This is an optimization exercise on Yosys and OpenROAD, whose aim is small area, not a production implementation. Only simulation tests tie the RTL to the original design; equivalence was not proved. Power and IR drop assume default switching activity.

// regfile_mp
module regfile_mp #(
  parameter int XLEN     = 32,
  parameter int DEPTH    = 32,
  parameter int NUM_RD   = 2,
  parameter int READ_REG = 0,
  parameter int ZERO_R0  = 1,
  parameter int AW       = (DEPTH > 1) ? $clog2(DEPTH) : 1
) (
  input  logic                   clk,
  input  logic                   rst,
  input  logic                   we,
  input  logic [AW-1:0]          waddr,
  input  logic [XLEN-1:0]        wdata,
  input  logic [NUM_RD*AW-1:0]   raddr,
  output logic [NUM_RD*XLEN-1:0] rdata,
  input  logic                   clr_req,
  output logic                   clr_busy,
  output logic                   clr_done
);
  logic       busy;
  logic [4:0] ptr;
  always_ff @(posedge clk) begin
    if (rst) begin
      busy <= 1'b0;
      ptr  <= '0;
    end else begin
      if (busy) begin
        ptr <= ptr + 1'b1;
        if (ptr == 5'd31) busy <= 1'b0;
      end else if (clr_req) begin
        busy <= 1'b1;
      end
    end
  end
  assign clr_busy = busy;
  assign clr_done = busy && (ptr == 5'd31);
  logic [3:0] wl, cl;
  logic [7:0] wh, ch;
  always_comb begin
    for (int k = 0; k < 4; k++) begin
      wl[k] = we && (waddr[1:0] == 2'(k));
      cl[k] = rst || (busy && (ptr[1:0] == 2'(k)));
    end
    for (int j = 0; j < 8; j++) begin
      wh[j] = (waddr[4:2] == 3'(j));
      ch[j] = rst || (ptr[4:2] == 3'(j));
    end
  end
  logic [31:1][31:0] mem;
  logic [31:1]       valid;   
  logic [31:1]       ws, nws;
  for (genvar r = 1; r < 32; r++) begin : g_ent
    logic [31:0] mem_d;
    logic        ncs, valid_d;
    regfile_mp_nand2 u_nws (.a(wl[r % 4]), .b(wh[r / 4]), .y(nws[r]));
    regfile_mp_inv   u_ws  (.a(nws[r]), .y(ws[r]));
    for (genvar b = 0; b < 32; b++) begin : g_bit
  ...
Size in the first run: roughly 3300 cells after synthesis, ~1000 flip-flops.
==> flow/config.mk <==
export PLATFORM = sky130hd
export DESIGN_NAME = regfile_mp
export DESIGN_NICKNAME = regfile_mp
export VERILOG_FILES = /design/flow/design.v
export SDC_FILE = /design/flow/constraint.sdc
export NUM_CORES = 4
export LEC_CHECK = 0
export CAP_MARGIN = 20
export CORE_MARGIN = 2
export CORE_UTILIZATION = 42
export SETUP_SLACK_MARGIN = 0.35
export SLEW_MARGIN = 20
export SYNTH_HIERARCHICAL = 1
==> flow/constraint.sdc <==
create_clock -name core_clock -period 6.0 [get_ports {clk}]
set_input_delay 1.2000 -clock core_clock [delete_from_list [all_inputs] [get_ports {clk}]]
set_output_delay 1.2000 -clock core_clock [all_outputs]
set_load 0.01 [all_outputs]
standard.sh (not shown) runs the stock make flow with config.mk's settings and CLKGATE_MAP_FILE= SYNTH_SCRIPT=/design/flow/synth_recipe.tcl, a recipe that flattens the netlist after the stock synthesis.
==> flow/flow/run.sh <==
#!/bin/bash
set -euo pipefail
export BUFFER_PORTS_ARGS="-buffer_cell sky130_fd_sc_hd__buf_1"
export DONT_USE_CELLS="sky130_fd_sc_hd__buf_12 sky130_fd_sc_hd__buf_16"
export CTS_ARGS="-sink_clustering_enable -repair_clock_nets -dont_use_dummy_load -buf_list sky130_fd_sc_hd__clkbuf_16 -sink_clustering_size 20 -sink_clustering_max_diameter 70"
bash standard.sh > standard.log 2>&1
Edit:
==> flow/flow/run.sh (replaced) <==
#!/bin/bash
set -euo pipefail
export BUFFER_PORTS_ARGS="-buffer_cell sky130_fd_sc_hd__buf_1"
export CTS_ARGS="-sink_clustering_enable -repair_clock_nets -dont_use_dummy_load -buf_list {sky130_fd_sc_hd__clkbuf_4 sky130_fd_sc_hd__clkbuf_8}"
bash standard.sh > standard.log 2>&1
Settings changed: GPL_TIMING_DRIVEN set to 0, SETUP_SLACK_MARGIN 0.35 to not set.
After rerunning: This time the run completed and failed the layout checks on negative setup slack; final cell count went up by 2.8%; final area went up by 7.7%; die area stays the same.
Edit:
==> flow/flow/run.sh (replaced) <==
#!/bin/bash
set -euo pipefail
export BUFFER_PORTS_ARGS="-buffer_cell sky130_fd_sc_hd__buf_1"
export DONT_USE_CELLS="sky130_fd_sc_hd__buf_12 sky130_fd_sc_hd__buf_16"
export CTS_ARGS="-sink_clustering_enable -repair_clock_nets -dont_use_dummy_load -buf_list sky130_fd_sc_hd__clkbuf_16 -sink_clustering_size 24 -sink_clustering_max_diameter 80"
bash standard.sh > standard.log 2>&1
Settings changed: GPL_TIMING_DRIVEN 0 to not set, SETUP_SLACK_MARGIN set to 0.2.
Result: The changed run went through all stages and came out clean; worst hold slack improves by 0.0080 ns; clock power drops by a quarter to a third; maximum frequency grows by a few percent; total power is lower by a little under a tenth.

---

## run 1
Another version of the RTL of regfile_mp (not shown whole).
Size in the first run: about 3300 cells after synthesis, roughly 1000 flip-flops.
export LEC_CHECK = 0
export CAP_MARGIN = 10
export CORE_MARGIN = 2
export CORE_UTILIZATION = 42
export SETUP_SLACK_MARGIN = 0.15
export SLEW_MARGIN = 10
export SYNTH_HIERARCHICAL = 1
create_clock -name core_clock -period 6.0 [get_ports {clk}]
==> flow/flow/run.sh <==
#!/bin/bash
set -euo pipefail
export BUFFER_PORTS_ARGS="-buffer_cell sky130_fd_sc_hd__buf_1"
export DONT_USE_CELLS="sky130_fd_sc_hd__buf_12 sky130_fd_sc_hd__buf_16"
export CTS_ARGS="-sink_clustering_enable -repair_clock_nets -dont_use_dummy_load -buf_list sky130_fd_sc_hd__clkbuf_16 -sink_clustering_size 24 -sink_clustering_max_diameter 80"
bash standard.sh > standard.log 2>&1
Changes in run 2 relative to run 1:
- CAP_MARGIN changed from 10 to 20
- SETUP_SLACK_MARGIN changed from 0.15 to 0.2
- SLEW_MARGIN changed from 10 to 20
==> comparison <==
- Run 2 ended up with a lower met2 layer wire length in the routed design than run 1 did.
- Diff run 1..run 2 | switching power | negligible
- Comparing run 2 and run 1, the lower final worst slack was measured on run 2.
- On overall power of the completed layout, run 2 and run 1 are basically level.
- Summary of run 2 over run 1: cell count was more or less identical, met1 wire length now smaller.
- In run 2, the fmax came out 1.9 MHz below the value in run 1.
Inputs modified between run 2 and run 3:
- a change of SETUP_SLACK_MARGIN from 0.2 to 0.1
==> flow/flow/run.sh <==
#!/bin/bash
set -euo pipefail
export BUFFER_PORTS_ARGS="-buffer_cell sky130_fd_sc_hd__buf_1"
export DONT_USE_CELLS="sky130_fd_sc_hd__buf_12 sky130_fd_sc_hd__buf_16"
export CTS_ARGS="-sink_clustering_enable -repair_clock_nets -dont_use_dummy_load -buf_list sky130_fd_sc_hd__clkbuf_16 -sink_clustering_size 26 -sink_clustering_max_diameter 90"
bash standard.sh > standard.log 2>&1
==> results.txt <==
As far as layout net count is concerned, run 3 and run 2 perform about the same. Compared run 3 against run 2; final routed wire length divided by cell count within noise. In the flow results for run 3 and run 2, the iteration-0 DRC count of the detailed router is smaller on run 3. Comparing the two runs side by side, run 3 comes out ahead of run 2 on final critical path time including I/O delays and setup. Going from run 2 to run 3, pin slew with the least headroom to its limit moved down; worst hold slack level; power dissipated in the clock network moved down. On cell count, run 3 and run 2 are basically level. For wire length, run 2 and run 3 come out practically identical. Relative contribution of the clock network to total power came out lower on run 3 than on run 2.

==> port drivers added, routing unchanged <==
Ports are ideal in the flow. The routed layouts listed here were re-timed in OpenROAD. Step 1 sets driving cells, clkbuf_16 on the clock port and buf_2 on the other inputs (assumed; they add their load-dependent delay and slew). Step 2 times the ports against the registers' clock, not the clock port: input delays grow and output delays shrink by t, the midpoint of the rising clock arrivals with the driver on. Three values: ideal ports, drivers, drivers and shift; two values: the first two.
run	shift t [ns]	setup slack, ns	worst setup path after step 2	clock arrival spread, ns	pins driven straight from the clock port
the first run of note 1	0.731	0.257 / 0.147 / 0.147	input to output	0.086 / 0.087	1
the second run of note 1	0.887	-0.079 / -0.207 / -0.207	input to output	0.058 / 0.058	1
the third run of note 1	0.711	0.217 / 0.094 / 0.094	input to output	0.067 / 0.067	1
run 1	0.715	0.227 / 0.205 / 0.205	input to output	0.089 / 0.089	1
run 2	0.716	0.163 / 0.141 / 0.141	input to output	0.088 / 0.088	1
run 3	0.693	0.192 / 0.170 / 0.170	input to output	0.080 / 0.081	1
The setup slack of the second run of note 1, which loses most, moves by -0.128 ns with the drivers and by -0.128 ns with both steps.
